What follows belongs to an exercise in optimizing a design on an open flow for small area, a short achievable clock period and few clock cycles per item; a production flow would make more cautious choices. RTL that was checked went through simulation tests only; none was proved equivalent to the original.

## hsl_to_rgb_converter_unit
module hsl_to_rgb_converter_unit #(
  parameter int FRACTION_BITS = hslrgb_pkg::FRACTION_BITS
) (
  input  logic             clk,
  input  logic             rst_n,
  input  logic             in_valid,
  output logic             in_stall,
  input  hslrgb_pkg::hsl_t in_data,
  output logic             out_valid,
  input  logic             out_stall,
  output hslrgb_pkg::rgb_t out_data
);
For scale: ~1900 cells after synthesis, about 17000 um2 of cells after synthesis.
==> module hsl_to_rgb_converter_unit, before the edit <==
module hsl_to_rgb_converter_unit #(
  parameter int FRACTION_BITS = hslrgb_pkg::FRACTION_BITS
) (
  input  logic             clk,
  input  logic             rst_n,
  input  logic             in_valid,
  output logic             in_stall,
  input  hslrgb_pkg::hsl_t in_data,
  output logic             out_valid,
  input  logic             out_stall,
  output hslrgb_pkg::rgb_t out_data
);
  logic       en;
  logic [3:0] vld_r;
  assign en       = !(vld_r[3] && out_stall);
  assign in_stall = !en;
  always_ff @(posedge clk) begin
    if (!rst_n) begin
      vld_r <= '0;
    end else if (en) begin
      vld_r <= {vld_r[2:0], in_valid};
    end
  end
  logic [11:0] lmin;
  logic        lhi;
  logic [6:0]  hh;
  logic [7:0]  hlo;
  logic [2:0]  sect;
  logic [3:0]  frac_hi;
  logic [11:0] k;
  always_comb begin
    lhi = in_data.lightness[12] | in_data.lightness[11];
    if (in_data.lightness[12])
      lmin = '0;
    else if (in_data.lightness[11])
      lmin = 12'd0 - in_data.lightness[11:0];
    else
      lmin = in_data.lightness[11:0];
    hh  = in_data.hue[14:8];
    hlo = in_data.hue[7:0];
    if (hh >= 7'd90) begin
      sect    = 3'd5;
      frac_hi = 4'd0;
    end else begin
      sect    = 3'(hh / 7'd15);
      frac_hi = 4'(hh % 7'd15);
    end
    if (hh >= 7'd90)
      k = '0;
    else if (sect[0])
      k = {4'd14 - frac_hi, ~hlo} + 12'd1;    
    else
      k = {frac_hi, hlo};                     
  end
  logic [11:0] s0_m_r, s0_s_r, s0_k_r;
  logic [12:0] s0_m3_r;
  logic        s0_sfull_r, s0_lhi_r;
  logic [2:0]  s0_sect_r;
  logic [11:0] cmul;
  logic [12:0] c, lig;
  hslrgb_mul_c u_mul_c (
    .x_i    (s0_m_r),
    .x3_i   (s0_m3_r),
    .s_i    (s0_s_r),
    .prod_o (cmul)
  );
  logic [6:0] k_one, k_two;
  logic [5:0] k_neg;
  hslrgb_booth u_booth (
    .y_i   (s0_k_r),
    .one_o (k_one),
    .two_o (k_two),
    .neg_o (k_neg)
  );
  always_comb begin
    c   = s0_sfull_r ? {s0_m_r, 1'b0} : {1'b0, cmul};
    lig = s0_lhi_r ? (13'd4096 - 13'(s0_m_r)) : 13'(s0_m_r);
  end
  logic [12:0] s1_c_r, s1_l_r;
  logic [6:0]  s1_one_r, s1_two_r;
  logic [5:0]  s1_neg_r;
  logic [2:0]  s1_sect_r;
  logic [15:0] q;
  logic [12:0] m0, peak;
  hslrgb_mul_x u_mul_x (
    .x_i    (s1_c_r),
    .one_i  (s1_one_r),
    .two_i  (s1_two_r),
    .neg_i  (s1_neg_r),
    .prod_o (q)
  );
  always_comb begin
    m0   = s1_l_r - (s1_c_r >> 1);
    peak = s1_l_r + (s1_c_r >> 1) + 13'(s1_c_r[0]);
  end
  logic [15:0] s2_q_r;
  logic [12:0] s2_m_r, s2_p_r;
  logic [2:0]  s2_sect_r;
  logic [12:0] xm;
  hslrgb_pkg::rgb_t out_r, out_nxt;
  hslrgb_div u_div (
    .q_i   (s2_q_r),
    .add_i (s2_m_r),
    .sum_o (xm)
  );
  always_comb begin
    case (s2_sect_r)
      3'd0:    out_nxt = {s2_p_r, xm,     s2_m_r};
      3'd1:    out_nxt = {xm,     s2_p_r, s2_m_r};
      3'd2:    out_nxt = {s2_m_r, s2_p_r, xm};
      3'd3:    out_nxt = {s2_m_r, xm,     s2_p_r};
      3'd4:    out_nxt = {xm,     s2_m_r, s2_p_r};
      default: out_nxt = {s2_p_r, s2_m_r, xm};
    endcase
  end
  always_ff @(posedge clk) begin
    if (en) begin
      s0_m_r     <= lmin;
      s0_m3_r    <= 13'(lmin) + {lmin, 1'b0};
      s0_lhi_r   <= lhi;
      s0_s_r     <= in_data.saturation[11:0];
      s0_sfull_r <= in_data.saturation[12];
      s0_k_r     <= k;
      s0_sect_r  <= sect;
      s1_c_r     <= c;
      s1_l_r     <= lig;
      s1_one_r   <= k_one;
      s1_two_r   <= k_two;
      s1_neg_r   <= k_neg;
      s1_sect_r  <= s0_sect_r;
      s2_q_r     <= q;
      s2_m_r     <= m0;
      s2_p_r     <= peak;
      s2_sect_r  <= s1_sect_r;
      out_r      <= out_nxt;
    end
  end
  assign out_valid = vld_r[3];
  assign out_data  = out_r;
endmodule
==> flow/config.mk <==
export PLATFORM = sky130hd
export DESIGN_NAME = hsl_to_rgb_converter_unit
export DESIGN_NICKNAME = hsl_to_rgb_converter_unit
export VERILOG_FILES = /design/flow/design.v
export SDC_FILE = /design/flow/constraint.sdc
export NUM_CORES = 4
export LEC_CHECK = 0
export ABC_AREA = 1
export CAP_MARGIN = 20
export CORE_MARGIN = 2
export CORE_UTILIZATION = 40
export PLACE_DENSITY = 0.6
export SETUP_SLACK_MARGIN = 2.0
export SLEW_MARGIN = 20
==> flow/constraint.sdc <==
create_clock -name core_clock -period 7.0 [get_ports {clk}]
set_input_delay 1.4000 -clock core_clock [delete_from_list [all_inputs] [get_ports {clk}]]
set_output_delay 1.4000 -clock core_clock [all_outputs]
set_load 0.01 [all_outputs]
standard.sh (not shown) runs the stock make flow with config.mk's settings and CLKGATE_MAP_FILE= SYNTH_SCRIPT=/design/flow/synth_recipe.tcl, a recipe that flattens the netlist after the stock synthesis.
==> flow/flow/run.sh <==
#!/bin/bash
# The standard layout (the standard.sh: ORFS synthesis to finish) with two
# changes that keep the design and its registers as the standard synthesis
# makes them:
#  - after synthesis, flow/invopt.py removes inverters around full adders
#    (a full adder of inverted inputs gives inverted outputs), a purely
#    combinational rewrite of the netlist;
#  - the port buffers use the smallest plain buffer instead of the delay
#    buffer buffer_ports picks by default. Every port is still buffered.
set -euo pipefail
RES=orfs/results/${FLOW_PLATFORM:-sky130hd}/hsl_to_rgb_converter_unit/base
bash standard.sh synth > standard_synth.log 2>&1
cp $RES/1_2_yosys.v yosys_netlist_orig.v
if python3 flow/invopt.py yosys_netlist_orig.v yosys_netlist_opt.v > invopt.log 2>&1; then
  cp yosys_netlist_opt.v $RES/1_2_yosys.v
  rm -f $RES/1_synth.odb $RES/1_synth.sdc
fi
bash standard.sh "BUFFER_PORTS_ARGS=-buffer_cell sky130_fd_sc_hd__buf_1" finish > standard_flow.log 2>&1
Other scripts of this flow, unchanged in this note and not shown: flow/flow/invopt.py
Testbench counts at the start, summed over its fixed seeds: cycles 8,032, items 8,000.
Next try:
--- a/flow/design.v
+++ b/flow/design.v
@@ -1634,26 +1634,27 @@
     peak = s1_l_r + (s1_c_r >> 1) + 13'(s1_c_r[0]);
   end
   logic [15:0] s2_q_r;
   logic [12:0] s2_m_r, s2_p_r;
   logic [2:0]  s2_sect_r;
   logic [12:0] xm;
-  hslrgb_pkg::rgb_t out_r, out_nxt;
+  logic [12:0] s3_x_r, s3_m_r, s3_p_r;
+  logic [2:0]  s3_sect_r;
   hslrgb_div u_div (
     .q_i   (s2_q_r),
     .add_i (s2_m_r),
     .sum_o (xm)
   );
   always_comb begin
-    case (s2_sect_r)
-      3'd0:    out_nxt = {s2_p_r, xm,     s2_m_r};
-      3'd1:    out_nxt = {xm,     s2_p_r, s2_m_r};
-      3'd2:    out_nxt = {s2_m_r, s2_p_r, xm};
-      3'd3:    out_nxt = {s2_m_r, xm,     s2_p_r};
-      3'd4:    out_nxt = {xm,     s2_m_r, s2_p_r};
-      default: out_nxt = {s2_p_r, s2_m_r, xm};
+    case (s3_sect_r)
+      3'd0:    out_data = {s3_p_r, s3_x_r, s3_m_r};
+      3'd1:    out_data = {s3_x_r, s3_p_r, s3_m_r};
+      3'd2:    out_data = {s3_m_r, s3_p_r, s3_x_r};
+      3'd3:    out_data = {s3_m_r, s3_x_r, s3_p_r};
+      3'd4:    out_data = {s3_x_r, s3_m_r, s3_p_r};
+      default: out_data = {s3_p_r, s3_m_r, s3_x_r};
     endcase
   end
   always_ff @(posedge clk) begin
     if (en) begin
       s0_m_r     <= lmin;
       s0_m3_r    <= 13'(lmin) + {lmin, 1'b0};
@@ -1669,12 +1670,14 @@
       s1_neg_r   <= k_neg;
       s1_sect_r  <= s0_sect_r;
       s2_q_r     <= q;
       s2_m_r     <= m0;
       s2_p_r     <= peak;
       s2_sect_r  <= s1_sect_r;
-      out_r      <= out_nxt;
+      s3_x_r     <= xm;
+      s3_m_r     <= s2_m_r;
+      s3_p_r     <= s2_p_r;
+      s3_sect_r  <= s2_sect_r;
     end
   end
   assign out_valid = vld_r[3];
-  assign out_data  = out_r;
 endmodule
- The new run ran to the end with no violations
- non-clock buffer count increases by 10
- count of clock-buffer cells in the layout stays the same
- worst setup slack improves by 0.0034 ns
- hold slack is about the same
- utilization came out higher by 0.86 points
- synthesized cell count increases slightly
- final cell count goes up slightly
- routed wire length rises by a few percent
Only the layout flow was run in the second run of this note; the RTL was not checked for function there.

========
Setup of try-garnet:
Another version of the RTL of hsl_to_rgb_converter_unit (not shown whole).
==> module hsl_to_rgb_converter_unit, before the edit <==
module hsl_to_rgb_converter_unit #(
  parameter int FRACTION_BITS = hslrgb_pkg::FRACTION_BITS
) (
  input  logic             clk,
  input  logic             rst_n,
  input  logic             in_valid,
  output logic             in_stall,
  input  hslrgb_pkg::hsl_t in_data,
  output logic             out_valid,
  input  logic             out_stall,
  output hslrgb_pkg::rgb_t out_data
);
  logic       en;
  logic [3:0] vld_r;
  assign en       = !(vld_r[3] && out_stall);
  assign in_stall = !en;
  always_ff @(posedge clk) begin
    if (!rst_n) begin
      vld_r <= '0;
    end else if (en) begin
      vld_r <= {vld_r[2:0], in_valid};
    end
  end
  logic [11:0] lmin;
  logic        lhi;
  logic [6:0]  hh;
  logic [7:0]  hlo;
  logic [2:0]  sect;
  logic [3:0]  frac_hi;
  logic [11:0] k;
  always_comb begin
    lhi = in_data.lightness[12] | in_data.lightness[11];
    if (in_data.lightness[12])
      lmin = '0;
    else if (in_data.lightness[11])
      lmin = 12'd0 - in_data.lightness[11:0];
    else
      lmin = in_data.lightness[11:0];
    hh  = in_data.hue[14:8];
    hlo = in_data.hue[7:0];
    if (hh >= 7'd90) begin
      sect    = 3'd5;
      frac_hi = 4'd0;
    end else begin
      sect    = 3'(hh / 7'd15);
      frac_hi = 4'(hh % 7'd15);
    end
    if (hh >= 7'd90)
      k = '0;
    else if (sect[0])
      k = {4'd14 - frac_hi, ~hlo} + 12'd1;    
    else
      k = {frac_hi, hlo};                     
  end
  logic [11:0] s0_m_r, s0_k_r;
  logic [5:0]  s0_s1_r, s0_s2_r, s0_s3_r;
  logic [12:0] s0_m3_r;
  logic        s0_sfull_r, s0_lhi_r;
  logic [2:0]  s0_sect_r;
  logic [11:0] cmul;
  logic [12:0] c, lig;
  hslrgb_mul_c u_mul_c (
    .x_i    (s0_m_r),
    .x3_i   (s0_m3_r),
    .s1_i   (s0_s1_r),
    .s2_i   (s0_s2_r),
    .s3_i   (s0_s3_r),
    .prod_o (cmul)
  );
  logic [6:0] k_one, k_two;
  logic [5:0] k_neg;
  hslrgb_booth u_booth (
    .y_i   (s0_k_r),
    .one_o (k_one),
    .two_o (k_two),
    .neg_o (k_neg)
  );
  always_comb begin
    c   = {1'b0, cmul} | ({s0_m_r, 1'b0} & {13{s0_sfull_r}});
    lig = s0_lhi_r ? (13'd4096 - 13'(s0_m_r)) : 13'(s0_m_r);
  end
  logic [12:0] s1_c_r, s1_l_r;
  logic [6:0]  s1_one_r, s1_two_r;
  logic [5:0]  s1_neg_r;
  logic [2:0]  s1_sect_r;
  logic [15:0] q;
  logic [12:0] m0, peak;
  hslrgb_mul_x u_mul_x (
    .x_i    (s1_c_r),
    .one_i  (s1_one_r),
    .two_i  (s1_two_r),
    .neg_i  (s1_neg_r),
    .prod_o (q)
  );
  always_comb begin
    m0   = s1_l_r - (s1_c_r >> 1);
    peak = s1_l_r + (s1_c_r >> 1) + 13'(s1_c_r[0]);
  end
  logic [15:0] s2_q_r;
  logic [12:0] s2_m_r, s2_p_r;
  logic [2:0]  s2_sect_r;
  logic [12:0] xm;
  logic [12:0] s3_x_r, s3_m_r, s3_p_r;
  logic [2:0]  s3_sect_r;
  hslrgb_div u_div (
    .q_i   (s2_q_r),
    .add_i (s2_m_r),
    .sum_o (xm)
  );
  always_comb begin
    case (s3_sect_r)
      3'd0:    out_data = {s3_p_r, s3_x_r, s3_m_r};
      3'd1:    out_data = {s3_x_r, s3_p_r, s3_m_r};
      3'd2:    out_data = {s3_m_r, s3_p_r, s3_x_r};
      3'd3:    out_data = {s3_m_r, s3_x_r, s3_p_r};
      3'd4:    out_data = {s3_x_r, s3_m_r, s3_p_r};
      default: out_data = {s3_p_r, s3_m_r, s3_x_r};
    endcase
  end
  always_ff @(posedge clk) begin
    if (en) begin
      s0_m_r     <= lmin;
      s0_m3_r    <= 13'(lmin) + {lmin, 1'b0};
      s0_lhi_r   <= lhi;
      for (int i = 0; i < 6; i++) begin
        s0_s1_r[i] <= ~in_data.saturation[12] & ~in_data.saturation[2*i+1] &  in_data.saturation[2*i];
        s0_s2_r[i] <= ~in_data.saturation[12] &  in_data.saturation[2*i+1] & ~in_data.saturation[2*i];
        s0_s3_r[i] <= ~in_data.saturation[12] &  in_data.saturation[2*i+1] &  in_data.saturation[2*i];
      end
      s0_sfull_r <= in_data.saturation[12];
      s0_k_r     <= k;
      s0_sect_r  <= sect;
      s1_c_r     <= c;
      s1_l_r     <= lig;
      s1_one_r   <= k_one;
      s1_two_r   <= k_two;
      s1_neg_r   <= k_neg;
      s1_sect_r  <= s0_sect_r;
      s2_q_r     <= q;
      s2_m_r     <= m0;
      s2_p_r     <= peak;
      s2_sect_r  <= s1_sect_r;
      s3_x_r     <= xm;
      s3_m_r     <= s2_m_r;
      s3_p_r     <= s2_p_r;
      s3_sect_r  <= s2_sect_r;
    end
  end
  assign out_valid = vld_r[3];
endmodule
clock: 7.0 ns
lec_check: 0
cap_margin: 20
core_margin: 2
core_utilization: 40
place_density: 0.6
setup_slack_margin: 2.0
slew_margin: 20
Scripts as last shown in full above: flow/flow/run.sh
Other scripts of this flow, unchanged in this note and not shown: flow/flow/invopt.py
Input changes introduced in try-pepper (baseline for comparison: try-garnet):
--- a/flow/design.v
+++ b/flow/design.v
@@ -1580,11 +1580,11 @@
     .one_o (k_one),
     .two_o (k_two),
     .neg_o (k_neg)
   );
   always_comb begin
-    c   = {1'b0, cmul} | ({s0_m_r, 1'b0} & {13{s0_sfull_r}});
+    c   = s0_sfull_r ? {s0_m_r, 1'b0} : {1'b0, cmul};
     lig = s0_lhi_r ? (13'd4096 - 13'(s0_m_r)) : 13'(s0_m_r);
   end
   logic [12:0] s1_c_r, s1_l_r;
   logic [6:0]  s1_one_r, s1_two_r;
   logic [5:0]  s1_neg_r;
@@ -1627,13 +1627,13 @@
     if (en) begin
       s0_m_r     <= lmin;
       s0_m3_r    <= 13'(lmin) + {lmin, 1'b0};
       s0_lhi_r   <= lhi;
       for (int i = 0; i < 6; i++) begin
-        s0_s1_r[i] <= ~in_data.saturation[12] & ~in_data.saturation[2*i+1] &  in_data.saturation[2*i];
-        s0_s2_r[i] <= ~in_data.saturation[12] &  in_data.saturation[2*i+1] & ~in_data.saturation[2*i];
-        s0_s3_r[i] <= ~in_data.saturation[12] &  in_data.saturation[2*i+1] &  in_data.saturation[2*i];
+        s0_s1_r[i] <= ~in_data.saturation[2*i+1] &  in_data.saturation[2*i];
+        s0_s2_r[i] <=  in_data.saturation[2*i+1] & ~in_data.saturation[2*i];
+        s0_s3_r[i] <=  in_data.saturation[2*i+1] &  in_data.saturation[2*i];
       end
       s0_sfull_r <= in_data.saturation[12];
       s0_k_r     <= k;
       s0_sect_r  <= sect;
       s1_c_r     <= c;
Findings:
- try-pepper: flow completed, timing, DRC and antenna clean
- Looking at portion of the layout cell area used by non-clock buffers, try-pepper sits 0.44 points above try-garnet.
- There was hardly any difference in die width between try-garnet and try-pepper.
- Summary of try-pepper over try-garnet: area after synthesis saw little to no change; proportion of cell area occupied by registers saw little to no change; clock-pin slew reported for the worst setup and hold paths after clock tree synthesis saw little to no change.
- Global-route usage for try-pepper: 0.22 points up relative to try-garnet
Testbench counts of try-pepper, summed over its fixed seeds: cycles 8,032, items 8,000.
Function not checked in try-garnet: the RTL went through the layout flow alone.

==> separate check: timing with driven ports <==
The results above use ideal ports. As a check the final layouts listed here were re-extracted and re-timed, cells and wires unchanged.
Step 1 (the two cells are an assumption about what drives the block):
set clk [get_ports {clk}]
set_driving_cell -lib_cell sky130_fd_sc_hd__clkbuf_16 $clk
set_driving_cell -lib_cell sky130_fd_sc_hd__buf_2 [delete_from_list [all_inputs] $clk]
Step 2, shift: input delay + t, output delay - t, t = (earliest + latest rising clock arrival at the registers) / 2. This alone moves slack from input paths to output paths.
Slacks: no drivers / after step 1 / after step 2; pairs: no drivers / after step 1.
run | t, ns | slack for setup (ns) | worst setup path after step 2 | slew at the worst register clock pin (ns) | worst data-port slew with drivers (ns)
the first run of note 1 | 0.513 | 2.200 / 2.200 / 2.104 | input to register | 0.08 / 0.08 | 0.04
the second run of note 1 | 0.511 | 2.203 / 2.203 / 2.203 | register to register | 0.08 / 0.08 | 0.05
try-garnet | 0.520 | 2.080 / 2.080 / 2.076 | input to register | 0.07 / 0.07 | 0.04
try-pepper | 0.517 | 2.122 / 2.122 / 1.886 | input to register | 0.08 / 0.08 | 0.05
After both steps every run listed still meets setup and hold. For try-pepper, which loses most, drivers alone change the setup slack by 0.000 ns; drivers and shift together by -0.236 ns.
